Source: an optimization exercise on an open RTL-to-GDS flow (aim: small area). Production flows keep margins and buffers that such runs may drop. RTL that was checked went through simulation tests only; none was proved equivalent to the original. Only the layout flow was run in run 1; the RTL was not checked for function there. The flow treats the clock pin as an ideal source, which a real chip does not have. Power and IR drop assume default switching activity.

$ cat flow/config.mk
export PLATFORM = sky130hd
export DESIGN_NAME = rv_exec_top
export DESIGN_NICKNAME = rv_exec_top
export VERILOG_FILES = /design/flow/design.v
export SDC_FILE = /design/flow/constraint.sdc
export NUM_CORES = 4
export LEC_CHECK = 0
export CAP_MARGIN = 20
export CORE_MARGIN = 2
export CORE_UTILIZATION = 65
export PLACE_DENSITY = 0.75
export SLEW_MARGIN = 20
export SYNTH_HIERARCHICAL = 1
$ cat flow/flow/clkslew.tcl
# usage: ODB SDC env; prints worst flop clock pin slew (ps) with placement-estimated parasitics
read_liberty /OpenROAD-flow-scripts/flow/platforms/sky130hd/lib/sky130_fd_sc_hd__tt_025C_1v80.lib
read_db $::env(ODB)
read_sdc $::env(SDC)
source /OpenROAD-flow-scripts/flow/platforms/sky130hd/setRC.tcl
estimate_parasitics -placement
set_propagated_clock [all_clocks]
set w 0
foreach pin [all_registers -clock_pins -edge_triggered] {
  foreach edge {rise fall} { foreach a {min max} {
    set s [sta::time_ui_sta [get_property $pin slew_${a}_$edge]]
    set w [expr {max($w, $s*1e12)}]
  } }
}
puts "CLKSLEW $w"
$ cat flow/flow/run.sh
#!/bin/bash
# The standard layout (the standard.sh; standard synthesis unchanged) with these changes:
#  - each port gets a sky130_fd_sc_hd__buf_1 buffer instead of the default buffer cell;
#  - before repair_design, every combinational cell is shrunk to its smallest equivalent cell
#    (flow/pre_resize.tcl, an ORFS PRE_RESIZE hook);
#  - clock tree synthesis with buf_12 buffers, without dummy loads, and with the largest sink clusters (from a
#    short list) whose worst flip-flop clock-pin slew, estimated right after CTS, stays
#    under SLEW_TARGET_PS; CTS is rerun with smaller clusters until it does.
# make's output goes to standard_<step>.log, the slew checks to clkslew_<size>.log; ORFS keeps
# each tool's full log under orfs/logs/.
set -euo pipefail
SLEW_TARGET_PS=${SLEW_TARGET_PS:-120}
RES=orfs/results/sky130hd/rv_exec_top/base
LOGS=orfs/logs/sky130hd/rv_exec_top/base
export BUFFER_PORTS_ARGS="-buffer_cell sky130_fd_sc_hd__buf_1"
export FLOW_FLOW_DIR="$PWD/flow"
export PRE_RESIZE_TCL="$PWD/flow/pre_resize.tcl"

bash standard.sh place > standard_place.log 2>&1

chosen=""
for size in 40 38 36 34 32 30 28 26 24 22 20; do
  export CTS_ARGS="-sink_clustering_enable -repair_clock_nets -dont_use_dummy_load -buf_list sky130_fd_sc_hd__buf_12 -sink_clustering_size $size -sink_clustering_max_diameter 80"
  rm -f $RES/4_1_cts.odb $RES/4_cts.odb $RES/4_cts.sdc
  bash standard.sh cts > standard_cts_$size.log 2>&1
  cp $LOGS/4_1_cts.log cts_$size.log
  ODB=$RES/4_1_cts.odb SDC=$RES/4_cts.sdc openroad -no_init -exit flow/clkslew.tcl > clkslew_$size.log 2>&1
  slew=$(awk '/^CLKSLEW/ {print $2}' clkslew_$size.log)
  echo "size $size: worst clock-pin slew $slew ps" >> cts_choice.log
  if awk -v s="$slew" -v t="$SLEW_TARGET_PS" 'BEGIN { exit !(s != "" && s + 0 <= t) }'; then
    chosen=$size
    break
  fi
done
echo "chosen size: ${chosen:-20 (last tried)}" >> cts_choice.log

bash standard.sh > standard_finish.log 2>&1
$ cat flow/standard.sh
#!/bin/bash
# synth_recipe.tcl (not shown) runs the flow's synth.tcl, then flattens the netlist and writes it again
# the make line also repeats each setting of config.mk as NAME=value (left out here)
make -C /OpenROAD-flow-scripts/flow DESIGN_CONFIG=/design/flow/config.mk WORK_HOME=/design/flow/orfs CLKGATE_MAP_FILE= SYNTH_SCRIPT=/design/flow/synth_recipe.tcl "${@:-finish}"
$ cat flow/constraint.sdc
create_clock -name core_clock -period 10.0 [get_ports {in_clk}]
set_input_delay 2.0000 -clock core_clock [delete_from_list [all_inputs] [get_ports {in_clk}]]
set_output_delay 2.0000 -clock core_clock [all_outputs]
set_load 0.01 [all_outputs]
$ cat flow/design.v
`default_nettype none
package rv_exec_pkg;
  localparam int NUM_REGS     = 32;
  localparam int XLEN_DEFAULT = 32;
  localparam logic [4:0] REG_X0 = 5'd0;
  localparam logic [4:0] OP_LUI   = 5'd0;
  localparam logic [4:0] OP_AUIPC = 5'd1;
  localparam logic [4:0] OP_ADDI  = 5'd2;
  localparam logic [4:0] OP_SLTI  = 5'd3;
  localparam logic [4:0] OP_SLTIU = 5'd4;
  localparam logic [4:0] OP_XORI  = 5'd5;
  localparam logic [4:0] OP_ORI   = 5'd6;
  localparam logic [4:0] OP_ANDI  = 5'd7;
  localparam logic [4:0] OP_SLLI  = 5'd8;
  localparam logic [4:0] OP_SRLI  = 5'd9;
  localparam logic [4:0] OP_SRAI  = 5'd10;
  localparam logic [4:0] OP_ADD   = 5'd11;
  localparam logic [4:0] OP_SUB   = 5'd12;
  localparam logic [4:0] OP_SLL   = 5'd13;
  localparam logic [4:0] OP_SLT   = 5'd14;
  localparam logic [4:0] OP_SLTU  = 5'd15;
  localparam logic [4:0] OP_XOR   = 5'd16;
  localparam logic [4:0] OP_SRL   = 5'd17;
  localparam logic [4:0] OP_SRA   = 5'd18;
  localparam logic [4:0] OP_OR    = 5'd19;
  localparam logic [4:0] OP_AND   = 5'd20;
endpackage
`default_nettype wire
`default_nettype none
module rv_ring (
  input  logic in_clk,
  input  logic we,
  input  logic wbit,
  output logic tap
);
  logic [31:0] ring;
  always_ff @(posedge in_clk) begin
    ring <= {we ? wbit : ring[0], ring[31:1]};
  end
  assign tap = ring[0];
endmodule
`default_nettype wire
`default_nettype none
import rv_exec_pkg::*;
module rv_exec_top
#(
  parameter int XLEN = XLEN_DEFAULT
) (
  input  logic            in_clk,
  input  logic            in_rst,
  input  logic            instr_valid_i,
  output logic                 instr_ready_o,
  input  logic [4:0]        op_i,
  input  logic [4:0]      rd_i,
  input  logic [4:0]      rs1_i,
  input  logic [4:0]      rs2_i,
  input  logic [XLEN-1:0] imm_i,
  input  logic [XLEN-1:0] pc_i,
  output logic                 res_valid_o,
  input  logic            res_ready_i,
  output logic [4:0]           res_rd_o,
  output logic [XLEN-1:0]      res_data_o
);
  logic [4:0] t;
  logic       last;
  always_ff @(posedge in_clk or negedge in_rst) begin
    if (!in_rst) t <= '0;
    else         t <= t + 5'd1;
  end
  assign last = (t == 5'd31);
  logic clr_done;    
  logic s_p1;
  logic s_p2;
  logic s_wb;
  logic c;           
  logic is_lui, is_auipc, uses_rs2, is_sub, is_slt, is_sltu;
  logic is_xor, is_or, is_and, is_sll, is_srl, is_sra;
  logic two_pass, inv_b, is_shift;
  always_comb begin
    is_lui   = 1'b0; is_auipc = 1'b0; uses_rs2 = 1'b0; is_sub  = 1'b0;
    is_slt   = 1'b0; is_sltu  = 1'b0; is_xor   = 1'b0; is_or   = 1'b0;
    is_and   = 1'b0; is_sll   = 1'b0; is_srl   = 1'b0; is_sra  = 1'b0;
    case (op_i)
      OP_LUI:   is_lui   = 1'b1;
      OP_AUIPC: is_auipc = 1'b1;
      OP_SLTI:  is_slt   = 1'b1;
      OP_SLTIU: is_sltu  = 1'b1;
      OP_XORI:  is_xor   = 1'b1;
      OP_ORI:   is_or    = 1'b1;
      OP_ANDI:  is_and   = 1'b1;
      OP_SLLI:  is_sll   = 1'b1;
      OP_SRLI:  is_srl   = 1'b1;
      OP_SRAI:  is_sra   = 1'b1;
      OP_ADD:   uses_rs2 = 1'b1;
      OP_SUB:   begin uses_rs2 = 1'b1; is_sub  = 1'b1; end
      OP_SLL:   begin uses_rs2 = 1'b1; is_sll  = 1'b1; end
      OP_SLT:   begin uses_rs2 = 1'b1; is_slt  = 1'b1; end
      OP_SLTU:  begin uses_rs2 = 1'b1; is_sltu = 1'b1; end
      OP_XOR:   begin uses_rs2 = 1'b1; is_xor  = 1'b1; end
      OP_SRL:   begin uses_rs2 = 1'b1; is_srl  = 1'b1; end
      OP_SRA:   begin uses_rs2 = 1'b1; is_sra  = 1'b1; end
      OP_OR:    begin uses_rs2 = 1'b1; is_or   = 1'b1; end
      OP_AND:   begin uses_rs2 = 1'b1; is_and  = 1'b1; end
      default:  ;
    endcase
  end
  assign is_shift = is_sll | is_srl | is_sra;
  assign two_pass = is_slt | is_sltu | is_shift;
  assign inv_b    = is_sub | is_slt | is_sltu;
  logic [31:0] taps;       
  logic [4:0]  wb_rd;
  logic        wbit;
  logic [31:0] out_q;
  assign taps[0] = 1'b0;
  assign wbit    = clr_done & out_q[0];
  for (genvar r = 1; r < 32; r++) begin : g_reg
    rv_ring u_ring (
      .in_clk (in_clk),
      .we     (!clr_done || (s_wb && wb_rd == 5'(r))),
      .wbit   (wbit),
      .tap    (taps[r])
    );
  end
  logic a_bit, b_bit, bx, cin, sum, cout, lt;
  assign a_bit = is_auipc ? pc_i[t] : (!is_lui & taps[rs1_i]);
  assign b_bit = uses_rs2 ? taps[rs2_i] : imm_i[t];
  assign bx    = b_bit ^ inv_b;
  assign cin   = (t == 5'd0) ? inv_b : c;
  assign sum   = a_bit ^ bx ^ cin;
  assign cout  = (a_bit & bx) | (a_bit & cin) | (bx & cin);
  assign lt    = (is_slt && (a_bit != b_bit)) ? a_bit : !cout;
  logic [4:0] sh;
  logic       p1_bit, p2_bit, p2_shift, shift, in_bit, sh_hit;
  assign sh = wb_rd;    
  always_comb begin
    if (is_xor)                p1_bit = a_bit ^ b_bit;
    else if (is_or)            p1_bit = a_bit | b_bit;
    else if (is_and)           p1_bit = a_bit & b_bit;
    else if (is_srl | is_sra)  p1_bit = a_bit;
    else if (is_sll)           p1_bit = 1'b0;
    else                       p1_bit = sum;
  end
  assign sh_hit = (t == sh);
  always_comb begin
    if (is_sll) begin
      p2_shift = c;
      p2_bit   = a_bit;
    end else if (is_srl | is_sra) begin
      p2_shift = c & !sh_hit;
      p2_bit   = is_sra & out_q[31];
    end else begin
      p2_shift = 1'b1;
      p2_bit   = (t == 5'd0) & c;
    end
  end
  assign shift  = s_p1 | s_wb | (s_p2 & p2_shift);
  assign in_bit = s_p1 ? p1_bit : (s_wb ? out_q[0] : p2_bit);
  always_ff @(posedge in_clk) begin
    if (shift) out_q <= {in_bit, out_q[31:1]};
  end
  always_ff @(posedge in_clk) begin
    if (s_p1)                c <= last ? (is_shift | lt) : cout;
    else if (s_p2 & is_shift) c <= c & !sh_hit;
  end
  logic accept, start;
  assign instr_ready_o = last & ((s_p1 & !two_pass) | s_p2);
  assign accept        = instr_valid_i & instr_ready_o;
  assign start         = last & !s_p1 & !s_p2 & !s_wb & instr_valid_i &
                         (!res_valid_o | res_ready_i);
  always_ff @(posedge in_clk) begin
    if (accept)                  wb_rd <= rd_i;
    else if (s_p1 && t < 5'd5)   wb_rd <= {b_bit ^ is_sll, wb_rd[4:1]};
  end
  always_ff @(posedge in_clk or negedge in_rst) begin
    if (!in_rst) begin
      clr_done    <= 1'b0;
      s_p1        <= 1'b0;
      s_p2        <= 1'b0;
      s_wb        <= 1'b0;
      res_valid_o <= 1'b0;
    end else begin
      if (last && s_wb)     res_valid_o <= 1'b1;
      else if (res_ready_i) res_valid_o <= 1'b0;
      if (last) begin
        clr_done <= 1'b1;
        s_p1     <= start;
        s_p2     <= s_p1 & two_pass & instr_valid_i;
        s_wb     <= accept;
      end
    end
  end
  assign res_rd_o   = wb_rd;
  assign res_data_o = out_q;
endmodule
`default_nettype wire
$ cat flow/flow/pre_resize.tcl
# ORFS PRE_RESIZE hook: shrink combinational cells to their smallest equivalent before
# repair_design, which then re-buffers or upsizes wherever slew or capacitance needs it.
source $::env(FLOW_FLOW_DIR)/downsize.tcl
my_downsize
$ cat flow/flow/downsize.tcl
# Replace every combinational cell by the smallest-area cell of the same function
# (sta::find_equiv_cells, not dont-use). Registers and clock buffers are left alone.
proc my_downsize {} {
  sta::make_equiv_cells [get_libs *]
  set regs {}
  foreach r [all_registers -cells] { dict set regs [get_full_name $r] 1 }
  set n 0
  set saved 0.0
  foreach inst [get_cells *] {
    set iname [get_full_name $inst]
    if {[dict exists $regs $iname]} { continue }
    set lc [get_lib_cells -of_objects $inst]
    if {$lc eq "" || $lc eq "NULL"} { continue }
    set name [get_name $lc]
    if {[string match "*tapvpwrvgnd*" $name] || [string match "*clkbuf*" $name]} { continue }
    set equivs [sta::find_equiv_cells $lc]
    if {$equivs eq ""} { continue }
    set best_name $name
    set area [get_property $lc area]
    set best_area $area
    foreach e $equivs {
      set en [get_name $e]
      set skip 0
      foreach p $::env(DONT_USE_CELLS) { if {[string match $p $en]} { set skip 1 } }
      if {$skip} { continue }
      set a [get_property $e area]
      if {$a < $best_area - 1e-6} { set best_name $en; set best_area $a }
    }
    if {$best_name ne $name} {
      set saved [expr {$saved + $area - $best_area}]
      replace_cell $iname $best_name
      incr n
    }
  }
  puts "my_downsize: replaced $n cells, saved [format %.1f $saved] um2"
}
==> results of run 1 <==
-- worst max-delay path, stage by stage --
cell and delay, ps:
buf_1 590, nor2b_1 240, nor3b_1 200, o41ai_1 490, a21oi_1 190, nor2b_1 140
buf_1 160
-- sequential cells by signal (all words and copies together), names as in the netlist --
signal and flops:
clr_done 1, s_p2 1, s_p1 1, g.u_ring.ring 992
c 1, res_valid_o 1, wb_rd 5, t 5
s_wb 1, out_q 32
-- area by class of cell --
| type | count | share of cell area |
|---|---|---|
| flip-flops and latches | 1040 | 0.829 |
| multi-input cells | 274 | 0.0957 |
| clock buffers | 39 | 0.0305 |
| well taps | 468 | 0.0229 |
| repair buffers | 129 | 0.0196 |
| inverters | 12 | 0.00176 |
| diodes | 3 | 0.000293 |
-- cell usage after synthesis, drive strengths merged (3+ instances only) --
cell type / number
dfxtp: 992
mux2: 43
o21ai: 39
edfxtp: 38
mux4: 29
nand2: 20
clkbuf: 18
inv: 12
a21oi: 11
mux2i: 11
nor2: 11
nor2b: 11
dfrtp: 10
buf: 9
nand2b: 8
nand3: 8
or3: 6
ha: 5
or2: 5
xnor2: 5
xor2: 5
and2: 4
o32ai: 4
a211oi: 3
a221oi: 3
nand4: 3
nor3: 3
nor3b: 3
o41ai: 3
-- per-layer routing --
| layer | global-route usage | vias up | share of wire |
|---|---|---|---|
| li1 | - | 4699 | - |
| met1 | 0.263 | 4632 | 0.44 |
| met2 | 0.317 | 273 | 0.47 |
| met3 | 0.0447 | 67 | 0.060 |
| met4 | 0.0735 | 6 | 0.031 |
| met5 | 0 | - | 0.00095 |
-- Yosys stat by module (local to each module, per instance) --
| module | cells inside | area, sq um | flops+latches | times used |
|---|---|---|---|---|
| rv_ring | 33 | 656 | 32 | 31 |
| rv_exec_top | 330 | 3700 | 48 | 1 |
-- worst paths after layout --
path,depth (start not counted),start,slack [ps],to
max,7,op_i[0],3990,instr_ready_o
min,0,g_reg[19].u_ring.ring[31]$_DFF_P_,270,g_reg[19].u_ring.ring[30]$_DFF_P_
max reg2reg,14,t[0]$_DFF_PN0_,5640,out_q[31]$_DFFE_PP_
min reg2reg,0,g_reg[19].u_ring.ring[31]$_DFF_P_,270,g_reg[19].u_ring.ring[30]$_DFF_P_
max in group asynchronous,1,in_rst,7950,clr_done$_DFFE_PN0N_
min in group asynchronous,1,in_rst,1500,t[0]$_DFF_PN0_
-- power groups by stage --
stage / registers, mW / logic (mW) / clock network, mW
6_report: 4.20 / 0.0910 / 1.74
5_1_grt: 4.20 / 0.0997 / 1.91
4_1_cts: 4.20 / 0.0919 / 1.78
3_5_place_dp: 4.29 / 0.0912 / 0
3_3_place_gp: 4.29 / 0.0925 / 0
2_1_floorplan: 4.30 / 0.0453 / 0
-- cell families after synthesis --
kind of cell,count (synthesis),synth area share
flip-flops,1040,0.884
AND/OR/NAND/NOR,89,0.0200
AO/OA/AOI/OAI,86,0.0235
multiplexers,83,0.0577
buffers and inverters,39,0.00734
XOR/XNOR,10,0.00364
adder cells (fa/ha/maj),6,0.00344
-- stage by stage --
step | total power, mW | hold WS [ps] | instance area, sq um | setup WS, ps
2_1_floorplan | 4.34 | 310 | 24000 | 4740
3_3_place_gp | 4.39 | 310 | 25000 | 3930
3_5_place_dp | 4.38 | 312 | 24800 | 3880
4_1_cts | 6.08 | 269 | 25600 | 3980
5_1_grt | 6.21 | 264 | 25600 | 3750
6_report | 6.03 | 270 | 25600 | 3990
-- cell usage in the layout (no fill, tap or decap), types with 8 or more instances in the layout --
cell	synthesis	routed
inv_1	11	11
dfxtp_1	992	992
nand2b_1	8	8
buf_1	0	126
mux2i_1	11	11
nor2_1	11	11
dfrtp_1	10	10
a21oi_1	11	11
nor2b_1	11	11
mux4_2	23	29
o21ai_0	39	39
mux2_1	0	31
buf_12	0	40
nand2_1	20	20
nand3_1	8	8
edfxtp_1	38	38
mux2_2	12	12
==> impl_metrics.json, run 1 <==
{
  "status": "complete, no violations",
  "via_per_inst": 4.92,
  "fill_cells": 2269,
  "grt_pass1_wl_um": 56100,
  "power.density_nw_per_um2": 235,
  "combPwrFrac": 0.015,
  "setup_violations": 0,
  "dp.cells": 1923,
  "crit_fanout": 16,
  "layout-drive-gt1-share": 0.0602,
  "finalHoldViolations": 0,
  "synth_area_sq_um": 24000,
  "grt_usage": 0.196,
  "grt.overflow.total": 0,
  "cp-start-kind": "primary input",
  "start_util": 0.658,
  "internal_power_mw": 4.84,
  "final_util": 0.702,
  "final_cells": 1965,
  "cap_violations": 0,
  "cts_made_buffers": 39,
  "place_hpwl_um": 22600,
  "clk_path_buf_depth": 3,
  "avgSynthCellArea_sq_um": 17.8,
  "p_sw_mw": 1.19,
  "wirelength_um": 36700,
  "finalSetupTns_ps": 0,
  "clk_pin_slew_ps": 110,
  "ys_ff_latch": 1040,
  "clk_latency_ps": 540,
  "drtIter0Drc": 539,
  "io_buffers": 126,
  "ant_nets": 0,
  "cp.arrival_ps": 4010,
  "synth-edff-count": 38,
  "cts-root-buf": "buf_12",
  "pwr-share-clk": 0.289,
  "grt_pass1_vias": 9948,
  "coreArea_sq_um": 36500,
  "seq_area_sq_um": 21300,
  "numClockSinks": 1040,
  "fin_crit_sh": 0.601,
  "io_pins": 127,
  "slew_headroom": 0.344,
  "finalMaxSlewViolations": 0,
  "synth-async-reset-ratio": 0.00962,
  "ys_types": 57,
  "row_count": 70,
  "synth_top_cell_by_area": "dfxtp_1",
  "swShare": 0.198,
  "die_h_um": 196,
  "finalCriticalPeriod_ps": 6010,
  "path_class": "primary input to output pin",
  "power_frac_seq": 0.696,
  "worst_pin_slew_ps": 984,
  "multiInputGateArea_sq_um": 2450,
  "synth_ff_type": "dfxtp_1",
  "drc_errors": 0,
  "syn_to_final_growth_pct": 6.64,
  "netlist_top_cells_area": "dfxtp_1, edfxtp_1, mux4_2",
  "rsz0062_at_grt": "no",
  "holdBufCountCts": 0,
  "peakVddDrop_mv": 0.186,
  "antenna_found_initial": 9,
  "vias": 9677,
  "yosysTopAreaCellShare": 0.826,
  "postCtsSetupRepairBufs": 0,
  "p_leak_nw": 9.97,
  "fin_nets": 1590,
  "clock_skew_ps": 73.2,
  "die_width_um": 196,
  "crit_required_ps": 8000,
  "synthCells": 1353,
  "cts_resized": 0,
  "yosys_warnings": 8,
  "crit_path_end_kind": "output pin",
  "max_freq_mhz": 166,
  "wl_per_cell_um": 18.7,
  "place.gp.congestion": 0.798,
  "dieArea_sq_um": 38500,
  "grt_max_degree": 34,
  "first_pass_iters": 4,
  "ys_seq_area_frac": 0.884,
  "h-tree-depth": 2,
  "cts_tree": "done",
  "hp-class": "register to register"
}
==> run 2, diff against run 1 <==
--- a/flow/design.v
+++ b/flow/design.v
@@ -38,6 +38,30 @@
     ring <= {we ? wbit : ring[0], ring[31:1]};
   end
   assign tap = ring[0];
+endmodule
+`default_nettype wire
+`default_nettype none
+module rv_mux4 (
+  input  logic [3:0] d,
+  input  logic [1:0] s,
+  output logic       y
+);
+  assign y = d[s];
+endmodule
+module rv_mux32 (
+  input  logic [31:0] d,
+  input  logic [4:0]  s,
+  output logic        y
+);
+  logic [7:0] l1;
+  logic [1:0] l2;
+  for (genvar i = 0; i < 8; i++) begin : g_l1
+    rv_mux4 u_mux (.d(d[4*i +: 4]), .s(s[1:0]), .y(l1[i]));
+  end
+  for (genvar i = 0; i < 2; i++) begin : g_l2
+    rv_mux4 u_mux (.d(l1[4*i +: 4]), .s(s[3:2]), .y(l2[i]));
+  end
+  assign y = s[4] ? l2[1] : l2[0];
 endmodule
 `default_nettype wire
 `default_nettype none
@@ -122,8 +146,13 @@
     );
   end
   logic a_bit, b_bit, bx, cin, sum, cout, lt;
-  assign a_bit = is_auipc ? pc_i[t] : (!is_lui & taps[rs1_i]);
-  assign b_bit = uses_rs2 ? taps[rs2_i] : imm_i[t];
+  logic pc_bit, imm_bit, rs1_bit, rs2_bit;
+  rv_mux32 u_pc_mux  (.d(pc_i),  .s(t),     .y(pc_bit));
+  rv_mux32 u_imm_mux (.d(imm_i), .s(t),     .y(imm_bit));
+  rv_mux32 u_rs1_mux (.d(taps),  .s(rs1_i), .y(rs1_bit));
+  rv_mux32 u_rs2_mux (.d(taps),  .s(rs2_i), .y(rs2_bit));
+  assign a_bit = is_auipc ? pc_bit : (!is_lui & rs1_bit);
+  assign b_bit = uses_rs2 ? rs2_bit : imm_bit;
   assign bx    = b_bit ^ inv_b;
   assign cin   = (t == 5'd0) ? inv_b : c;
   assign sum   = a_bit ^ bx ^ cin;
==> run 2 against run 1 <==
Compared with the run above: still clean; critical path depth down 1; sequential power about the same; via count down 4.4%; critical path type unchanged; largest cell class unchanged; largest power group unchanged; highest routed layer is now met4.
==> impl_metrics.json, run 2 <==
{
  "final_cell_mix": "dfxtp_1, buf_1, buf_12",
  "cp.arrival_ps": 3650,
  "cts_resized": 0,
  "h-tree-depth": 2,
  "timing.critical_path.buf_inv": 2,
  "row_count": 70,
  "start_util": 0.656,
  "status": "complete, no violations",
  "dieArea_sq_um": 38300,
  "synth_common_cells": "dfxtp_1, mux2_4, mux4_2",
  "largestRegisters": "g.u_ring.ring (992), out_q (32)",
  "yosysTopAreaCellShare": 0.831,
  "coreArea_sq_um": 36400,
  "final_common_cell": "dfxtp_1",
  "peakVddDrop_mv": 0.226,
  "io_pins": 127,
  "clk_latency_ps": 520,
  "crit_path_end_kind": "output pin",
  "crit_top_cell": "buf_1",
  "clock_skew_ps": 75.5,
  "syn_to_final_growth_pct": 6.90,
  "synth_ff_type": "dfxtp_1",
  "ant_nets": 0,
  "cts_tree": "done",
  "yosys_warnings": 8,
  "fin_nets": 1550,
  "power.density_nw_per_um2": 238,
  "slew_headroom": 0.379,
  "die_width_um": 196,
  "synth_area_sq_um": 23900,
  "finalHoldViolations": 0,
  "fin_crit_sh": 0.565,
  "via_per_inst": 4.81,
  "netlist_top_cells_area": "dfxtp_1, edfxtp_1, mux4_2",
  "first_pass_iters": 4,
  "postCtsSetupRepairBufs": 0,
  "finalCriticalPeriod_ps": 5650,
  "clk_path_buf_depth": 3,
  "drc_errors": 0,
  "critPathSlowestCell": "buf_1",
  "ys_seq_area_frac": 0.889,
  "setup_violations": 0,
  "grt.overflow.total": 0,
  "wl_per_cell_um": 16.6,
  "largest_register_ffs": 992,
  "ys_types": 55,
  "grt_pass1_vias": 9482,
  "grt_max_degree": 34,
  "antenna_found_initial": 3,
  "p_leak_nw": 9.93,
  "wirelength_um": 31900,
  "cts_made_buffers": 42,
  "io_buffers": 126,
  "grt_usage": 0.171,
  "crit_path_cell_trace": "buf_1 > xor2_1 > o211ai_1 > a211oi_1 > o21a_1 > buf_1",
  "finalSetupTns_ps": 0,
  "numClockSinks": 1040,
  "worst_pin_slew_ps": 931,
  "grt_pass1_wl_um": 50500,
  "synth-edff-count": 38,
  "cts-root-buf": "buf_12",
  "rsz0062_at_grt": "no",
  "avgSynthCellArea_sq_um": 18.3,
  "place.gp.congestion": 0.830,
  "layout-drive-gt1-share": 0.0612,
  "cp-start-kind": "primary input",
  "synth-async-reset-ratio": 0.00962,
  "place_hpwl_um": 19500,
  "clk_pin_slew_ps": 90,
  "holdBufCountCts": 0,
  "die_h_um": 196,
  "regMostFlops": "g.u_ring.ring",
  "critPathMaxStageDelay_ps": 570,
  "drtIter0Drc": 358,
  "crit_family": "buffers and inverters",
  "crit_fanout": 21,
  "crit_required_ps": 8000,
  "cap_violations": 0,
  "hp-class": "register to register",
  "yosysMostFrequentCell": "dfxtp_1",
  "hold_ws_ps": 279,
  "ys_ff_latch": 1040,
  "vias": 9247,
  "synthCells": 1304,
  "synth_top_cell_by_area": "dfxtp_1",
  "finalMaxSlewViolations": 0,
  "path_class": "primary input to output pin",
  "max_freq_mhz": 177
}
==> run 2: cell count changes in the layout (fill, tap and decap cells not counted), moves of 4 or more <==
cell,previous run,this run
inv_1,11,7
mux2_1,31,40
mux2_2,12,2
mux2i_1,11,3
mux4_2,29,40
nand2_1,20,15
nor2_1,11,5
nor2b_1,11,2
o32ai_1,4,0
or3_1,6,2
==> run 2: cell families after synthesis <==
kind of cell	count (synthesis)	synth area share
AND/OR/NAND/NOR	65	0.0160
buffers and inverters	28	0.00570
multiplexers	85	0.0650
other	1	0.000157
adder cells (fa/ha/maj)	6	0.00345
AO/OA/AOI/OAI	68	0.0170
flip-flops	1040	0.889
XOR/XNOR	11	0.00403
==> run 2: worst reg2reg max path, delay by kind of cell, from the launching register on <==
kind / cells / cell delay (ps)
muxes: 5 / 2050
DFF: 1 / 770
buffers and inverters: 1 / 150
adders and majority gates: 1 / 220
and+or+nand+nor: 2 / 330
AOI/OAI and AO/OA: 3 / 420
==> run 2: per-module statistics from Yosys, one instance, submodules excluded <==
module	cell area (sq um)	cells	flip-flops and latches
rv_mux4	22.5	1	0
rv_mux32	15.0	1	0
rv_exec_top	2630	237	48
rv_ring	656	33	32
==> run 2: path summary, 6_finish.rpt <==
check,start,end,slack (ps),cells past startpoint
min in group asynchronous,in_rst,t[1]$_DFF_PN0_,1450,1
max in group asynchronous,in_rst,t[0]$_DFF_PN0_,8150,1
worst min-delay path,g_reg[24].u_ring.ring[24]$_DFF_P_,g_reg[24].u_ring.ring[23]$_DFF_P_,280,0
worst max register to register,t[0]$_DFF_PN0_,out_q[31]$_DFFE_PP_,5750,12
worst max-delay path,op_i[0],instr_ready_o,4350,6
worst min register to register,g_reg[24].u_ring.ring[24]$_DFF_P_,g_reg[24].u_ring.ring[23]$_DFF_P_,280,0
==> run 2: per-layer routing <==
layer  GRT usage  vias up  part of all wire
met3      0.0272       53             0.030
met5           0        -                 0
met2       0.279      127              0.47
li1            -     4563                 -
met4      0.0564        0             0.023
met1       0.237     4504              0.48
==> run 2: final cells by class <==
type,count,area (sq um)
Antenna cell,2,5.00
Clock buffer,42,841
Fill cell,2285,10900
Inverter,9,33.8
Multi-Input combinational cell,237,2370
Sequential cell,1040,21300
Tap cell,468,586
Timing Repair Buffer,126,473
==> run 2: power by group <==
group | switching, mW | internal, mW | total, mW | leakage [nW]
Sequential | 0.0133 | 4.19 | 4.21 | 8.48
Clock | 1.13 | 0.659 | 1.79 | 0.395
Combinational | 0.0500 | 0.0334 | 0.0834 | 1.06
Total | 1.19 | 4.89 | 6.08 | 9.93
==> run 2: stage by stage <==
step	std cells	power, mW	util	setup WS (ps)	instance area [sq um]
2_1_floorplan	1305	4.35	-	5040	23900
3_3_place_gp	1880	4.39	0.683	4380	24900
3_5_place_dp	1880	4.39	0.678	4220	24700
4_1_cts	1922	6.13	0.701	4350	25600
5_1_grt	1923	6.27	0.701	4200	25600
6_report	1924	6.08	0.702	4350	25600

## static timing again, ports no longer ideal
The flow's constraints put no driver on any port. The routed layouts listed below were extracted and timed again, unchanged, in two steps.
Step 1: set_driving_cell puts a clkbuf_16 on in_clk and a buf_2 on each other input, an assumption about the parent block.
Step 2 also shifts input and output timing later by t, the mid clock arrival at the registers, as if the neighbouring blocks saw the same clock.
Three values: no drivers, after step 1, after step 2; two values: the first two.
| run | t (ns) | setup slack, ns | worst data-port slew with drivers (ns) |
|---|---|---|---|
| run 1 | 0.557 | 3.989 / 3.952 / 3.821 | 0.09 |
| run 2 | 0.538 | 4.351 / 4.319 / 4.124 | 0.07 |
After both steps setup and hold are still met in every run listed. The setup slack of run 2, which loses most, moves by -0.032 ns with the drivers and by -0.227 ns with both steps.
